From an optimization exercise on the open Yosys and OpenROAD flow, aimed at small area; shortcuts taken in it are not production practice. In this exercise RTL edits were held to simulation tests only and were not proved equivalent to the original. Power is estimated from default activity; no workload was simulated.

`config.mk`:
```
export PLATFORM = sky130hd
export DESIGN_NAME = debug_io_top
export DESIGN_NICKNAME = debug_io_top
export VERILOG_FILES = /design/flow/design.v
export SDC_FILE = /design/flow/constraint.sdc
export NUM_CORES = 4
export LEC_CHECK = 0
export CAP_MARGIN = 20
export CORE_MARGIN = 2
export CORE_UTILIZATION = 40
export SLEW_MARGIN = 20
```
`constraint.sdc`:
```
create_clock -name core_clock -period 15.0 [get_ports {clk}]
set_input_delay 3.0000 -clock core_clock [delete_from_list [all_inputs] [get_ports {clk}]]
set_output_delay 3.0000 -clock core_clock [all_outputs]
set_load 0.01 [all_outputs]
```
`run.sh`:
```
#!/bin/bash
# synth_recipe.tcl (not shown) runs the flow's synth.tcl, then flattens the netlist and writes it again
# the make line also repeats each setting of config.mk as NAME=value (left out here)
make -C /OpenROAD-flow-scripts/flow DESIGN_CONFIG=/design/flow/config.mk WORK_HOME=/design/flow/orfs CLKGATE_MAP_FILE= SYNTH_SCRIPT=/design/flow/synth_recipe.tcl finish
```
`design.v`:
```
`timescale 1ns/1ps
`default_nettype none
package io_pkg;
    localparam int NUM_DIGITS    = 8;
    localparam int NUM_BUTTONS   = 5;
    localparam int TRACE_WIDTH   = 64;
    localparam int DISPLAY_WIDTH = 32;
    typedef logic [7:0] seg_pattern_t;
    typedef logic [NUM_DIGITS-1:0] digit_enable_t;
    typedef enum logic [4:0] {
        FIELD_PC,
        FIELD_INST,
        FIELD_RS1_ID,
        FIELD_RS1_DATA,
        FIELD_RS2_ID,
        FIELD_RS2_DATA,
        FIELD_ALU,
        FIELD_MEM_ADDR,
        FIELD_MEM_WE,
        FIELD_MEM_WDATA,
        FIELD_MEM_RDATA,
        FIELD_RD_WE,
        FIELD_RD_ID,
        FIELD_RD_DATA,
        FIELD_BR_TAKEN,
        FIELD_NPC,
        FIELD_UART
    } trace_field_e;
    typedef struct packed {
        logic [63:0] pc;
        logic [63:0] inst;
        logic [63:0] rs1_data;
        logic [63:0] rs2_data;
        logic [63:0] alu;
        logic [63:0] mem_addr;
        logic [63:0] mem_wdata;
        logic [63:0] mem_rdata;
        logic [63:0] rd_data;
        logic [63:0] npc;
        logic [4:0]  rs1_id;
        logic [4:0]  rs2_id;
        logic [4:0]  rd_id;
        logic        mem_we;
        logic        rd_we;
        logic        br_taken;
    } core_info_t;
    typedef struct packed {
        logic [63:0] uart_info;
    } mem_info_t;
    typedef struct packed {
        logic         debug_step;
        logic         slow_clock;
        logic [7:0]   unused;
        logic         word_half;
        trace_field_e field_sel;
    } panel_switch_t;
    function automatic seg_pattern_t hex_to_segments(input logic [3:0] hex);
        case (hex)
            4'h0: hex_to_segments = 8'b11000000;
            4'h1: hex_to_segments = 8'b11111001;
            4'h2: hex_to_segments = 8'b10100100;
            4'h3: hex_to_segments = 8'b10110000;
            4'h4: hex_to_segments = 8'b10011001;
            4'h5: hex_to_segments = 8'b10010010;
            4'h6: hex_to_segments = 8'b10000010;
            4'h7: hex_to_segments = 8'b11111000;
            4'h8: hex_to_segments = 8'b10000000;
            4'h9: hex_to_segments = 8'b10010000;
            4'ha: hex_to_segments = 8'b10001000;
            4'hb: hex_to_segments = 8'b10000011;
            4'hc: hex_to_segments = 8'b11000110;
            4'hd: hex_to_segments = 8'b10100001;
            4'he: hex_to_segments = 8'b10000110;
            default: hex_to_segments = 8'b10001110;
        endcase
    endfunction
endpackage
`default_nettype wire
`timescale 1ns/1ps
`default_nettype none
module clock_divider #(
    parameter int FAST_CLK_BIT  = 2,
    parameter int SLOW_CLK_BIT  = 20,
    parameter int SCAN_DIV_BITS = 10
) (
    input  logic clk,
    input  logic rst,
    output logic fast_clk,
    output logic slow_clk,
    output logic scan_tick
);
    localparam int HI_CLK_BIT = (FAST_CLK_BIT > SLOW_CLK_BIT) ? FAST_CLK_BIT : SLOW_CLK_BIT;
    localparam int CNT_WIDTH  = (HI_CLK_BIT >= SCAN_DIV_BITS) ? HI_CLK_BIT + 1 : SCAN_DIV_BITS;
    logic [CNT_WIDTH-1:0] cnt_q;
    always_ff @(posedge clk or posedge rst) begin
        if (rst) begin
            cnt_q <= '0;
        end else begin
            cnt_q <= cnt_q + CNT_WIDTH'(1);
        end
    end
    assign fast_clk  = cnt_q[FAST_CLK_BIT];
    assign slow_clk  = cnt_q[SLOW_CLK_BIT];
    assign scan_tick = &cnt_q[SCAN_DIV_BITS-1:0];
endmodule
`default_nettype wire
`timescale 1ns/1ps
`default_nettype none
module button_debouncer #(
    parameter int DEBOUNCE_LEN = 8
) (
    input  logic                         clk,
    input  logic                         rst,
    input  logic                         scan_tick,
    input  logic [io_pkg::NUM_BUTTONS-1:0] btn,
    output logic [io_pkg::NUM_BUTTONS-1:0] btn_clean
);
    logic [DEBOUNCE_LEN-1:0] shift_q [io_pkg::NUM_BUTTONS];
    always_ff @(posedge clk or posedge rst) begin
        if (rst) begin
            for (int i = 0; i < io_pkg::NUM_BUTTONS; i++) begin
                shift_q[i] <= '0;
            end
        end else if (scan_tick) begin
            for (int i = 0; i < io_pkg::NUM_BUTTONS; i++) begin
                shift_q[i] <= {shift_q[i][DEBOUNCE_LEN-2:0], btn[i]};
            end
        end
    end
    always_comb begin
        for (int i = 0; i < io_pkg::NUM_BUTTONS; i++) begin
            btn_clean[i] = &shift_q[i];
        end
    end
endmodule
`default_nettype wire
`timescale 1ns/1ps
`default_nettype none
module core_clock_select (
    input  logic clk,
    input  logic rst,
    input  logic debug_step,
    input  logic slow_clock,
    input  logic step_btn,
    input  logic fast_clk,
    input  logic slow_clk,
    output logic clk_core
);
    logic debug_q;
    always_ff @(posedge clk or posedge rst) begin
        if (rst) begin
            debug_q <= 1'b0;
        end else begin
            debug_q <= debug_step;
        end
    end
    always_comb begin
        if (debug_q) begin
            clk_core = step_btn;
        end else if (slow_clock) begin
            clk_core = slow_clk;
        end else begin
            clk_core = fast_clk;
        end
    end
endmodule
`default_nettype wire
`timescale 1ns/1ps
`default_nettype none
module trace_select (
    input  logic                               clk,
    input  logic                               rst,
    input  logic                               cosim_valid,
    input  io_pkg::core_info_t                 cosim_core_info,
    input  io_pkg::mem_info_t                  cosim_mem_info,
    input  io_pkg::trace_field_e               field_sel,
    input  logic                               word_half,
    output logic [io_pkg::DISPLAY_WIDTH-1:0]   display_word
);
    localparam int TW = io_pkg::TRACE_WIDTH;
    localparam int DW = io_pkg::DISPLAY_WIDTH;
    io_pkg::core_info_t core_q;
    io_pkg::mem_info_t  mem_q;
    logic [TW-1:0]      trace_word;
    always_ff @(posedge clk or posedge rst) begin
        if (rst) begin
            core_q <= '0;
            mem_q  <= '0;
        end else if (cosim_valid) begin
            core_q <= cosim_core_info;
            mem_q  <= cosim_mem_info;
        end
    end
    always_comb begin
        case (field_sel)
            io_pkg::FIELD_PC:        trace_word = core_q.pc;
            io_pkg::FIELD_INST:      trace_word = core_q.inst;
            io_pkg::FIELD_RS1_ID:    trace_word = {{(TW-5){1'b0}}, core_q.rs1_id};
            io_pkg::FIELD_RS1_DATA:  trace_word = core_q.rs1_data;
            io_pkg::FIELD_RS2_ID:    trace_word = {{(TW-5){1'b0}}, core_q.rs2_id};
            io_pkg::FIELD_RS2_DATA:  trace_word = core_q.rs2_data;
            io_pkg::FIELD_ALU:       trace_word = core_q.alu;
            io_pkg::FIELD_MEM_ADDR:  trace_word = core_q.mem_addr;
            io_pkg::FIELD_MEM_WE:    trace_word = {{(TW-1){1'b0}}, core_q.mem_we};
            io_pkg::FIELD_MEM_WDATA: trace_word = core_q.mem_wdata;
            io_pkg::FIELD_MEM_RDATA: trace_word = core_q.mem_rdata;
            io_pkg::FIELD_RD_WE:     trace_word = {{(TW-1){1'b0}}, core_q.rd_we};
            io_pkg::FIELD_RD_ID:     trace_word = {{(TW-5){1'b0}}, core_q.rd_id};
            io_pkg::FIELD_RD_DATA:   trace_word = core_q.rd_data;
            io_pkg::FIELD_BR_TAKEN:  trace_word = {{(TW-1){1'b0}}, core_q.br_taken};
            io_pkg::FIELD_NPC:       trace_word = core_q.npc;
            io_pkg::FIELD_UART:      trace_word = mem_q.uart_info;
            default:                 trace_word = '0;
        endcase
    end
    assign display_word = word_half ? trace_word[TW-1:TW-DW] : trace_word[DW-1:0];
endmodule
`default_nettype wire
`timescale 1ns/1ps
`default_nettype none
module seg_scan_display (
    input  logic                             clk,
    input  logic                             rst,
    input  logic                             scan_tick,
    input  logic [io_pkg::DISPLAY_WIDTH-1:0] display_word,
    output io_pkg::seg_pattern_t             cs,
    output io_pkg::digit_enable_t            an
);
    localparam int ND = io_pkg::NUM_DIGITS;
    io_pkg::digit_enable_t an_q;
    logic [3:0]            digit_nibble;
    always_ff @(posedge clk or posedge rst) begin
        if (rst) begin
            an_q <= {{(ND-1){1'b1}}, 1'b0};
        end else if (scan_tick) begin
            an_q <= {an_q[ND-2:0], an_q[ND-1]};
        end
    end
    always_comb begin
        digit_nibble = 4'h0;
        for (int k = 0; k < ND; k++) begin
            if (!an_q[k]) begin
                digit_nibble = display_word[4*k +: 4];
            end
        end
    end
    assign cs = io_pkg::hex_to_segments(digit_nibble);
    assign an = an_q;
endmodule
`default_nettype wire
`timescale 1ns/1ps
`default_nettype none
module debug_io_top #(
    parameter int FAST_CLK_BIT  = 2,
    parameter int SLOW_CLK_BIT  = 20,
    parameter int SCAN_DIV_BITS = 10,
    parameter int DEBOUNCE_LEN  = 8
) (
    input  logic                           clk,
    input  logic                           rst,
    input  logic [15:0]                    switch,
    input  logic [io_pkg::NUM_BUTTONS-1:0] btn,
    input  logic                           cosim_valid,
    input  logic [657:0]                   cosim_core_info,
    input  logic [63:0]                    cosim_mem_info,
    output logic                           clk_core,
    output logic [7:0]                     cs,
    output logic [7:0]                     an
);
    io_pkg::panel_switch_t sw;
    io_pkg::core_info_t    core_info;
    io_pkg::mem_info_t     mem_info;
    assign sw        = io_pkg::panel_switch_t'(switch);
    assign core_info = io_pkg::core_info_t'(cosim_core_info);
    assign mem_info  = io_pkg::mem_info_t'(cosim_mem_info);
    logic                             fast_clk;
    logic                             slow_clk;
    logic                             scan_tick;
    logic [io_pkg::NUM_BUTTONS-1:0]   btn_clean;
    logic [io_pkg::DISPLAY_WIDTH-1:0] display_word;
    clock_divider #(
        .FAST_CLK_BIT  (FAST_CLK_BIT),
        .SLOW_CLK_BIT  (SLOW_CLK_BIT),
        .SCAN_DIV_BITS (SCAN_DIV_BITS)
    ) u_clock_divider (
        .clk       (clk),
        .rst       (rst),
        .fast_clk  (fast_clk),
        .slow_clk  (slow_clk),
        .scan_tick (scan_tick)
    );
    button_debouncer #(
        .DEBOUNCE_LEN (DEBOUNCE_LEN)
    ) u_button_debouncer (
        .clk       (clk),
        .rst       (rst),
        .scan_tick (scan_tick),
        .btn       (btn),
        .btn_clean (btn_clean)
    );
    core_clock_select u_core_clock_select (
        .clk        (clk),
        .rst        (rst),
        .debug_step (sw.debug_step),
        .slow_clock (sw.slow_clock),
        .step_btn   (btn_clean[0]),
        .fast_clk   (fast_clk),
        .slow_clk   (slow_clk),
        .clk_core   (clk_core)
    );
    trace_select u_trace_select (
        .clk             (clk),
        .rst             (rst),
        .cosim_valid     (cosim_valid),
        .cosim_core_info (core_info),
        .cosim_mem_info  (mem_info),
        .field_sel       (sw.field_sel),
        .word_half       (sw.word_half),
        .display_word    (display_word)
    );
    seg_scan_display u_seg_scan_display (
        .clk          (clk),
        .rst          (rst),
        .scan_tick    (scan_tick),
        .display_word (display_word),
        .cs           (cs),
        .an           (an)
    );
endmodule
`default_nettype wire
```
==> run summary <==
* Status: complete, no violations
* Final hold vios at 0
* DR WL/cell at 30.1 um
* Synthesis-stage register bit count at 760
* RSZ-0062 raised after global routing: false
* Row cnt at 106
* Pwr/cell area at 114 mW/mm2
* Worst-Margin Slew at 1.20 ns
* CTS root buffer: clkbuf_16
* Port-buffer cells at 749
* EDFF count, synth at 0
* Nets at 3933
* Core footprint at 0.0836 mm2
* Sequential fraction of the synthesis area at 0.564
* FF-to-FF setup slack at 12.66 ns
* CP Data Required Time at 12.00 ns
* Total Routing Usage GR at 0.298
* Hold EP: u_clock_divider.cnt_q[4]
* Vias at 24900
* Residual DRC count at 0
* Static leakage at 18.2 nW
* Post-Syn Instances at 2477
* Synth cell count leaders: 753 x dfrtp_1, 746 x mux2_2, 196 x a22oi_1
* Final setup violation count at 0
* Count leader, synth: dfrtp_1
* Critical path type: in2out
* Clk slew on worst S/H paths at 0.06 ns
* Worst hold path type: reg2reg
* Final WL at 131000 um
* Netlist Area Pre-Place at 0.0337 mm2
* Reg-to-Reg Start: u_clock_divider.cnt_q[2]
* Share of the synthesized area in the top cell type at 0.559
* Slew margin rel. at 0.194
* Cell taking the most area after synthesis: dfrtp_1
* Final Wtd Congestion at 0.861
* Clk latency of the worst-skew pair at 0.64 ns
* Ports at 763
* Vias in the first global route at 26500
* FF-to-FF path depth at 7
* CTS Sinks at 760
* Synth cell types at 82
* Ys async rst share at 1.00
* Final WS setup at 2.58 ns
* Detailed-route vias per instance at 5.71
* CP cell instances: buf_2 -> buf_4 -> nor4_4 -> and2_4 -> buf_4 -> a222oi_1 -> and4_1 -> a311oi_1 -> o2111a_1 -> a221o_1 -> a311oi_2 -> inv_1 -> ha_1 -> inv_1 -> mux2_2 -> mux2i_1 -> clkdlybuf4s50_1
* Longest Clk Path Bufs at 3
* Max IR drop VDD at 0.0911 mV
* Antenna violations before repair at 56
* CP Max Fanout at 32
* Top_reg_cell synth: dfrtp_1
* Die X at 294 um
* TritonCTS buffer count at 87
* Routed Antenna Nets at 0
* Final worst-path cycle share at 0.828
* Largest stage delay, worst path at 1.03 ns
* Remaining global-route overflow at 0
* Total die area at 0.0867 mm2
* Fraction of layout cells with a size suffix above 1 at 0.300
* Area growth syn-to-layout at 33.8%
* Initial core utilization at 0.404
* CTS tree: done
* Final min period at 12.42 ns
* Hold Startpoint: u_clock_divider.cnt_q[4]
* Crit start category: primary input
* Chip height at 294 um
* Pin count of the biggest net entering global routing at 186
* Post-Syn Nets at 3230
* Syn_area_per_cell at 13.6 um2
* First-pass GRT wire length at 185000 um
* Drt first pass iters at 5
* Hold-critical path depth at 1
* Area contributors post-synth: dfrtp_1 56%, mux2_2 25%, a22oi_1 4.4%
* Max-slew violation count at 0
* Setup TNS at 0 ns
* HPWL Detailed at 93200 um
* Hold-fix buffers, CTS at 0
* Post-Route Utilization at 0.540
* Critical Path AT at 9.42 ns
* Fillers at 7038
* Post-CTS setup buffers at 0
* Crit-path slowest cell: nor4_4
* Warnings from Yosys at 6
* Setup crit end kind: output port
* Fin Hold WS at 0.471 ns
* CTS H-tree depth at 3
* Fmax at 80.5 MHz
* Crit. Startpoint: switch[3]
* Pre-CTS WS at 2.62 ns
* PostCTS Resize Cnt at 0
* RR Endpoint: u_clock_divider.cnt_q[20]
* Max cap viols at 0
* Final Skew at 0.0189 ns
* DR iter-0 viols at 1927
[per-stage QoR]
step | instances | total power, mW | cell area [um2]
after floorplan | 2477 | 2.70 | 33700
after global placement | 4170 | 3.01 | 42100
after detailed placement | 4170 | 3.04 | 42100
after CTS | 4329 | 5.21 | 45000
after global routing | 4358 | 5.36 | 45100
final | 4367 | 5.16 | 45100
[critical path: cells and delay by family]
family,cells,cell delay [ns]
mux,2,0.56
fa+ha+maj,1,0.20
buf+inv,6,1.93
compound gates,5,1.77
simple gates,3,1.85
[worst max path at each step]
stage                                        to  slack (ns)
6_report                                  cs[3]        2.58
2_1_floorplan  u_button_debouncer.shift_q[0][0]        1.58
4_1_cts                                   cs[3]        2.57
3_3_place_gp                              cs[6]        2.65
3_5_place_dp                              cs[3]        2.62
5_1_grt                                   cs[3]        2.44
[cell usage in the layout, fill, tap and decap left out, drive strengths merged, types with 37 or more instances in the layout]
cell type,Yosys,routed
nand3,63,63
diode,0,37
a22oi,197,197
mux2,746,746
buf,88,52
clkdlybuf4s50,0,743
clkbuf,93,127
nand2,81,81
and3,37,37
dfrtp,753,753
[final cells by class]
type	instances	area [um2]	share of cell area
Sequential cell	760	19000	0.422
Multi-Input combinational cell	1524	13800	0.306
Timing Repair Buffer	795	7900	0.175
Clock buffer	127	2510	0.0556
Tap cell	1080	1350	0.0299
Clock inverter	32	405	0.00898
Antenna cell	37	92.6	0.00205
Inverter	12	48.8	0.00108
[state kept, by name, indices dropped and copies added, names as in the netlist]
signal,flops
u_seg_scan_display.an_q,8
u_trace_select.core_q,658
u_clock_divider.cnt_q,21
u_core_clock_select.debug_q,1
u_trace_select.mem_q,64
u_button_debouncer.shift_q,8
[layer usage]
layer | part of all wire | up-vias | global-route usage
met5 | 0.0023 | - | 0
met4 | 0.031 | 46 | 0.109
met3 | 0.073 | 238 | 0.0740
met2 | 0.49 | 939 | 0.501
met1 | 0.40 | 13000 | 0.370
li1 | - | 10700 | -
[power breakdown]
part	internal [mW]	switching [mW]
Sequential	2.25	0.109
Combinational	0.387	0.263
Clock	1.26	0.900
Total	3.89	1.27
[cells by family (layout without fill, tap and decap cells)]
family | after synthesis | in the layout | synth area share
mux | 772 | 772 | 0.257
flops | 760 | 760 | 0.564
compound gates | 398 | 398 | 0.0897
simple gates | 326 | 326 | 0.0530
buf+inv | 193 | 966 | 0.0286
xor+xnor | 20 | 20 | 0.00519
fa+ha+maj | 7 | 7 | 0.00260
other cells | 1 | 38 | 0.000111

## what the ideal ports hide
How much do the figures lean on ideal ports? The routed layout below was timed once more, with nothing changed but the port constraints. Step 1 sets driving cells, clkbuf_16 on the clock port and buf_2 on the other inputs (assumed; they add their load-dependent delay and slew). Step 2 adds t to the input delays and takes it off the output delays; t is the mean of the earliest and latest rising clock arrival at the registers after step 1. Input paths then give back, and output paths get back, about the clock's delay inside the block. a / b / c = ideal ports / drivers / drivers and shift; a / b = the first two.
t (ns): 0.702
setup slack, ns: 2.583 / 2.561 / 2.561
worst slew at a driven data input, ns: 0.15
After both steps this run still meets setup and hold. For this run, drivers alone change the setup slack by -0.022 ns; drivers and shift together by -0.022 ns.
